Background: an optimization exercise with open tools, aiming at small area, a short achievable clock period and few clock cycles. Do not read the settings as production practice.
In this exercise RTL edits were held to simulation tests only and were not proved equivalent to the original.

==> flow/design.v <==
package sse_pkg;
    typedef enum logic [1:0] {
        OP_INSERT  = 2'd0,
        OP_DELETE  = 2'd1,
        OP_ASCEND  = 2'd2,
        OP_DESCEND = 2'd3
    } op_t;
    typedef enum logic [2:0] {
        ST_INSERTED  = 3'd0,
        ST_DUPLICATE = 3'd1,
        ST_FULL      = 3'd2,
        ST_DELETED   = 3'd3,
        ST_NOT_FOUND = 3'd4,
        ST_LISTED    = 3'd5,
        ST_EMPTY     = 3'd6
    } status_t;
    localparam int VALUE_W = 32;
endpackage
module sorted_set_engine #(
    parameter int CAPACITY = 32
) (
    input  logic        aclk,
    input  logic        aresetn,
    input  logic        s_tvalid,
    output logic        s_tready,
    input  logic [31:0] s_tdata,    
    input  logic [1:0]  s_tuser,    
    output logic        m_tvalid,
    input  logic        m_tready,
    output logic [31:0] m_tdata,    
    output logic [2:0]  m_tuser,    
    output logic        m_tlast
);
    localparam int N  = CAPACITY;
    localparam int W  = sse_pkg::VALUE_W;
    localparam int OW = $clog2(CAPACITY + 1);
    localparam int PW = $clog2(CAPACITY);
    logic signed [W-1:0] row_reg [N];
    logic signed [W-1:0] row_next [N];
    logic [OW-1:0] occ_reg;
    logic [OW-1:0] occ_next;
    logic          a_valid;
    logic [1:0]    a_op;
    logic signed [W-1:0] a_val;
    logic          c_valid;
    logic [1:0]    c_op;
    logic signed [W-1:0] c_val;
    logic [N-1:0]  c_lt;      
    logic          c_dup;     
    logic [PW-1:0] c_ptr;     
    logic [PW-1:0] c_rem;     
    logic          o_valid;
    logic [W-1:0]  o_data;
    logic [2:0]    o_user;
    logic          o_last;
    logic          k_valid;
    logic [W-1:0]  k_data;
    logic [2:0]    k_user;
    logic          k_last;
    logic          rdy_reg;
    logic full;
    logic empty;
    logic fire;
    logic c_list;
    logic do_ins;
    logic do_del;
    logic c_last;
    logic c_done;
    logic a_move;
    logic accept;
    assign full   = (occ_reg == OW'(N));
    assign empty  = (occ_reg == '0);
    assign fire   = c_valid && !(o_valid && k_valid);
    assign c_list = c_op[1];
    assign do_ins = fire && (c_op == sse_pkg::OP_INSERT) && !c_dup && !full;
    assign do_del = fire && (c_op == sse_pkg::OP_DELETE) && c_dup;
    assign c_last = !c_list || empty || (c_rem == '0);
    assign c_done = fire && c_last;
    assign a_move = a_valid && (!c_valid || c_done);
    assign accept = s_tvalid && rdy_reg;
    for (genvar i = 0; i < N; i++) begin : g_row
        logic prev_lt;
        if (i == 0) begin : g_head
            assign prev_lt = 1'b1;
        end else begin : g_body
            assign prev_lt = c_lt[i-1];
        end
        always_comb begin
            row_next[i] = row_reg[i];
            if (do_ins && !c_lt[i]) begin
                if (prev_lt) begin
                    row_next[i] = c_val;
                end else if (i > 0) begin
                    row_next[i] = row_reg[(i > 0) ? i - 1 : 0];
                end
            end else if (do_del && !c_lt[i]) begin
                if (i < N - 1) begin
                    row_next[i] = row_reg[(i < N - 1) ? i + 1 : i];
                end
            end
        end
    end
    always_comb begin
        occ_next = occ_reg;
        if (do_ins) begin
            occ_next = occ_reg + OW'(1);
        end else if (do_del) begin
            occ_next = occ_reg - OW'(1);
        end
    end
    logic [W-1:0] rd_val;
    always_comb begin
        rd_val = '0;
        for (int i = 0; i < N; i++) begin
            if (c_ptr == PW'(i)) begin
                rd_val = rd_val | row_reg[i];
            end
        end
    end
    logic [W-1:0] r_data;
    logic [2:0]   r_user;
    logic         r_last;
    always_comb begin
        r_data = c_val;
        r_last = 1'b1;
        if (c_list) begin
            if (empty) begin
                r_user = sse_pkg::ST_EMPTY;
            end else begin
                r_user = sse_pkg::ST_LISTED;
                r_data = rd_val;
                r_last = (c_rem == '0);
            end
        end else if (c_op == sse_pkg::OP_INSERT) begin
            if (c_dup) begin
                r_user = sse_pkg::ST_DUPLICATE;
            end else if (full) begin
                r_user = sse_pkg::ST_FULL;
            end else begin
                r_user = sse_pkg::ST_INSERTED;
            end
        end else begin
            r_user = c_dup ? sse_pkg::ST_DELETED : sse_pkg::ST_NOT_FOUND;
        end
    end
    logic [N-1:0] lt_raw;
    logic [N-1:0] eq_raw;
    logic [N-1:0] lt_new;
    logic         dup_new;
    logic         ca_lt;
    logic         ca_eq;
    assign ca_lt = c_val < a_val;
    assign ca_eq = (c_val == a_val);
    for (genvar i = 0; i < N; i++) begin : g_cmp
        logic prev_lt;
        if (i == 0) begin : g_head
            assign prev_lt = 1'b1;
        end else begin : g_body
            assign prev_lt = c_lt[i-1];
        end
        assign lt_raw[i] = (OW'(i) < occ_reg) && (row_reg[i] < a_val);
        assign eq_raw[i] = (OW'(i) < occ_reg) && (row_reg[i] == a_val);
        always_comb begin
            lt_new[i] = lt_raw[i];
            if (do_ins && !c_lt[i]) begin
                if (prev_lt) begin
                    lt_new[i] = ca_lt;
                end else if (i > 0) begin
                    lt_new[i] = lt_raw[(i > 0) ? i - 1 : 0];
                end
            end else if (do_del && !c_lt[i]) begin
                if (i < N - 1) begin
                    lt_new[i] = lt_raw[(i < N - 1) ? i + 1 : i];
                end else begin
                    lt_new[i] = 1'b0;
                end
            end
        end
    end
    assign dup_new = ((|eq_raw) && !(do_del && ca_eq)) || (do_ins && ca_eq);
    logic          a_valid_n;
    logic          c_valid_n;
    logic [1:0]    c_op_n;
    logic [PW-1:0] c_rem_n;
    logic          o_valid_n;
    logic          k_valid_n;
    logic          pop;
    logic          fire_n;
    logic          c_last_n;
    logic          rdy_n;
    logic [PW-1:0] occ_m1;
    assign pop    = o_valid && m_tready;
    assign occ_m1 = PW'(occ_next - OW'(1));
    always_comb begin
        a_valid_n = accept || (a_valid && !a_move);
        c_valid_n = a_move || (c_valid && !c_done);
        c_op_n    = a_move ? a_op : c_op;
        c_rem_n   = a_move ? occ_m1 : ((fire && c_list) ? c_rem - PW'(1) : c_rem);
        if (!o_valid) begin
            o_valid_n = fire;
            k_valid_n = 1'b0;
        end else if (!k_valid) begin
            o_valid_n = fire || !pop;
            k_valid_n = fire && !pop;
        end else begin
            o_valid_n = 1'b1;
            k_valid_n = !pop;
        end
        fire_n   = c_valid_n && !(o_valid_n && k_valid_n);
        c_last_n = !c_op_n[1] || (occ_next == '0) || (c_rem_n == '0);
        rdy_n    = !a_valid_n || (!c_valid_n || (fire_n && c_last_n));
    end
    always_ff @(posedge aclk) begin
        for (int k = 0; k < N; k++) begin
            row_reg[k] <= row_next[k];
        end
        if (accept) begin
            a_op  <= s_tuser;
            a_val <= s_tdata;
        end
        if (a_move) begin
            c_op  <= a_op;
            c_val <= a_val;
            c_lt  <= lt_new;
            c_dup <= dup_new;
            c_ptr <= a_op[0] ? occ_m1 : '0;
        end else if (fire && c_list) begin
            c_ptr <= c_op[0] ? c_ptr - PW'(1) : c_ptr + PW'(1);
        end
        c_rem <= c_rem_n;
        if (!o_valid || pop) begin
            if (k_valid) begin
                o_data <= k_data;
                o_user <= k_user;
                o_last <= k_last;
            end else begin
                o_data <= r_data;
                o_user <= r_user;
                o_last <= r_last;
            end
        end
        if (!k_valid) begin
            k_data <= r_data;
            k_user <= r_user;
            k_last <= r_last;
        end
    end
    always_ff @(posedge aclk) begin
        if (!aresetn) begin
            occ_reg <= '0;
            a_valid <= 1'b0;
            c_valid <= 1'b0;
            o_valid <= 1'b0;
            k_valid <= 1'b0;
            rdy_reg <= 1'b1;
        end else begin
            occ_reg <= occ_next;
            a_valid <= a_valid_n;
            c_valid <= c_valid_n;
            o_valid <= o_valid_n;
            k_valid <= k_valid_n;
            rdy_reg <= rdy_n;
        end
    end
    assign s_tready = rdy_reg;
    assign m_tvalid = o_valid;
    assign m_tdata  = o_data;
    assign m_tuser  = o_user;
    assign m_tlast  = o_last;
endmodule
Settings: LEC_CHECK=0, CAP_MARGIN=20, CORE_MARGIN=2, CORE_UTILIZATION=45, PLACE_DENSITY=0.55, SETUP_SLACK_MARGIN=3.0, SLEW_MARGIN=20; clock period 6.0 ns.
run.sh (not shown) runs the stock make flow with config.mk's settings and CLKGATE_MAP_FILE= SYNTH_SCRIPT=/design/flow/synth_recipe.tcl, a recipe that flattens the netlist after the stock synthesis.
The starting point completed with no timing, DRC or antenna violations.
Testbench counts at the start, summed over its fixed seeds: cycles 12,075.
Edit:
CORE_UTILIZATION = 30   (was 45)
PLACE_DENSITY = 0.35   (was 0.55)
SETUP_SLACK_MARGIN = not set   (was 3.0)
Design area is lower by 6.6%. Die area is higher by 50%. Maximum frequency is lower by 23%.

---

Another version of the RTL of sorted_set_engine (not shown whole).
Size: about 1600 flip-flops, roughly 87000 um2 of cells after synthesis.
Settings: LEC_CHECK=0, CAP_MARGIN=20, CORE_MARGIN=2, CORE_UTILIZATION=40, PLACE_DENSITY=0.5, SETUP_SLACK_MARGIN=3.0, SLEW_MARGIN=20; clock period 6.0 ns.
The starting point completed with no timing, DRC or antenna violations.
Testbench counts at the start, summed over its fixed seeds: cycles 12,374.
Change:
CORE_UTILIZATION = 45   (was 40)
PLACE_DENSITY = 0.55   (was 0.5)
=> The changed run passed the timing, design-rule and antenna checks. Core utilization goes up by 6.0 points. Wire length decreases slightly. Worst hold slack got worse by 0.018 ns.
Change:
CORE_UTILIZATION = 40   (was 45)
PLACE_DENSITY = 0.5   (was 0.55)
SETUP_SLACK_MARGIN = 2.5   (was 3.0)
Flip-flop and latch count does not change.
Global-route usage decreases by 4.3 points.
Design area fell by 5.0%.
Core utilization falls by 8.7 points.

-- separate check: timing with driven ports --
The flow's constraints put no driver on any port. The routed layouts listed below were extracted and timed again, unchanged, in two steps. Step 1 (the two cells are an assumption about what drives the block):
set clk [get_ports {aclk}]
set_driving_cell -lib_cell sky130_fd_sc_hd__clkbuf_16 $clk
set_driving_cell -lib_cell sky130_fd_sc_hd__buf_2 [delete_from_list [all_inputs] $clk]
Step 2 also shifts input and output timing later by t, the mid clock arrival at the registers, as if the neighbouring blocks saw the same clock. a / b / c = ideal / step 1 / step 2; a / b = the first two.
| run | t (ns) | setup slack, ns | hold WS [ns] | latest minus earliest clock arrival (ns) | slew at the worst register clock pin (ns) |
|---|---|---|---|---|---|
| the first run of note 1 | 0.935 | 2.039 / 2.039 / 2.039 | 0.445 / 0.445 / 0.445 | 0.038 / 0.038 | 0.07 / 0.07 |
| the second run of note 1 | 0.977 | 0.843 / 0.843 / 0.843 | 0.449 / 0.449 / 0.449 | 0.056 / 0.055 | 0.07 / 0.07 |
| the first run of note 2 | 0.974 | 2.547 / 2.547 / 2.547 | 0.452 / 0.452 / 0.452 | 0.051 / 0.051 | 0.07 / 0.07 |
| the second run of note 2 | 0.932 | 2.637 / 2.637 / 2.637 | 0.433 / 0.433 / 0.433 | 0.060 / 0.060 | 0.07 / 0.07 |
| the third run of note 2 | 0.959 | 2.271 / 2.271 / 2.271 | 0.443 / 0.443 / 0.443 | 0.042 / 0.042 | 0.07 / 0.07 |
After both steps every run listed still meets setup and hold.
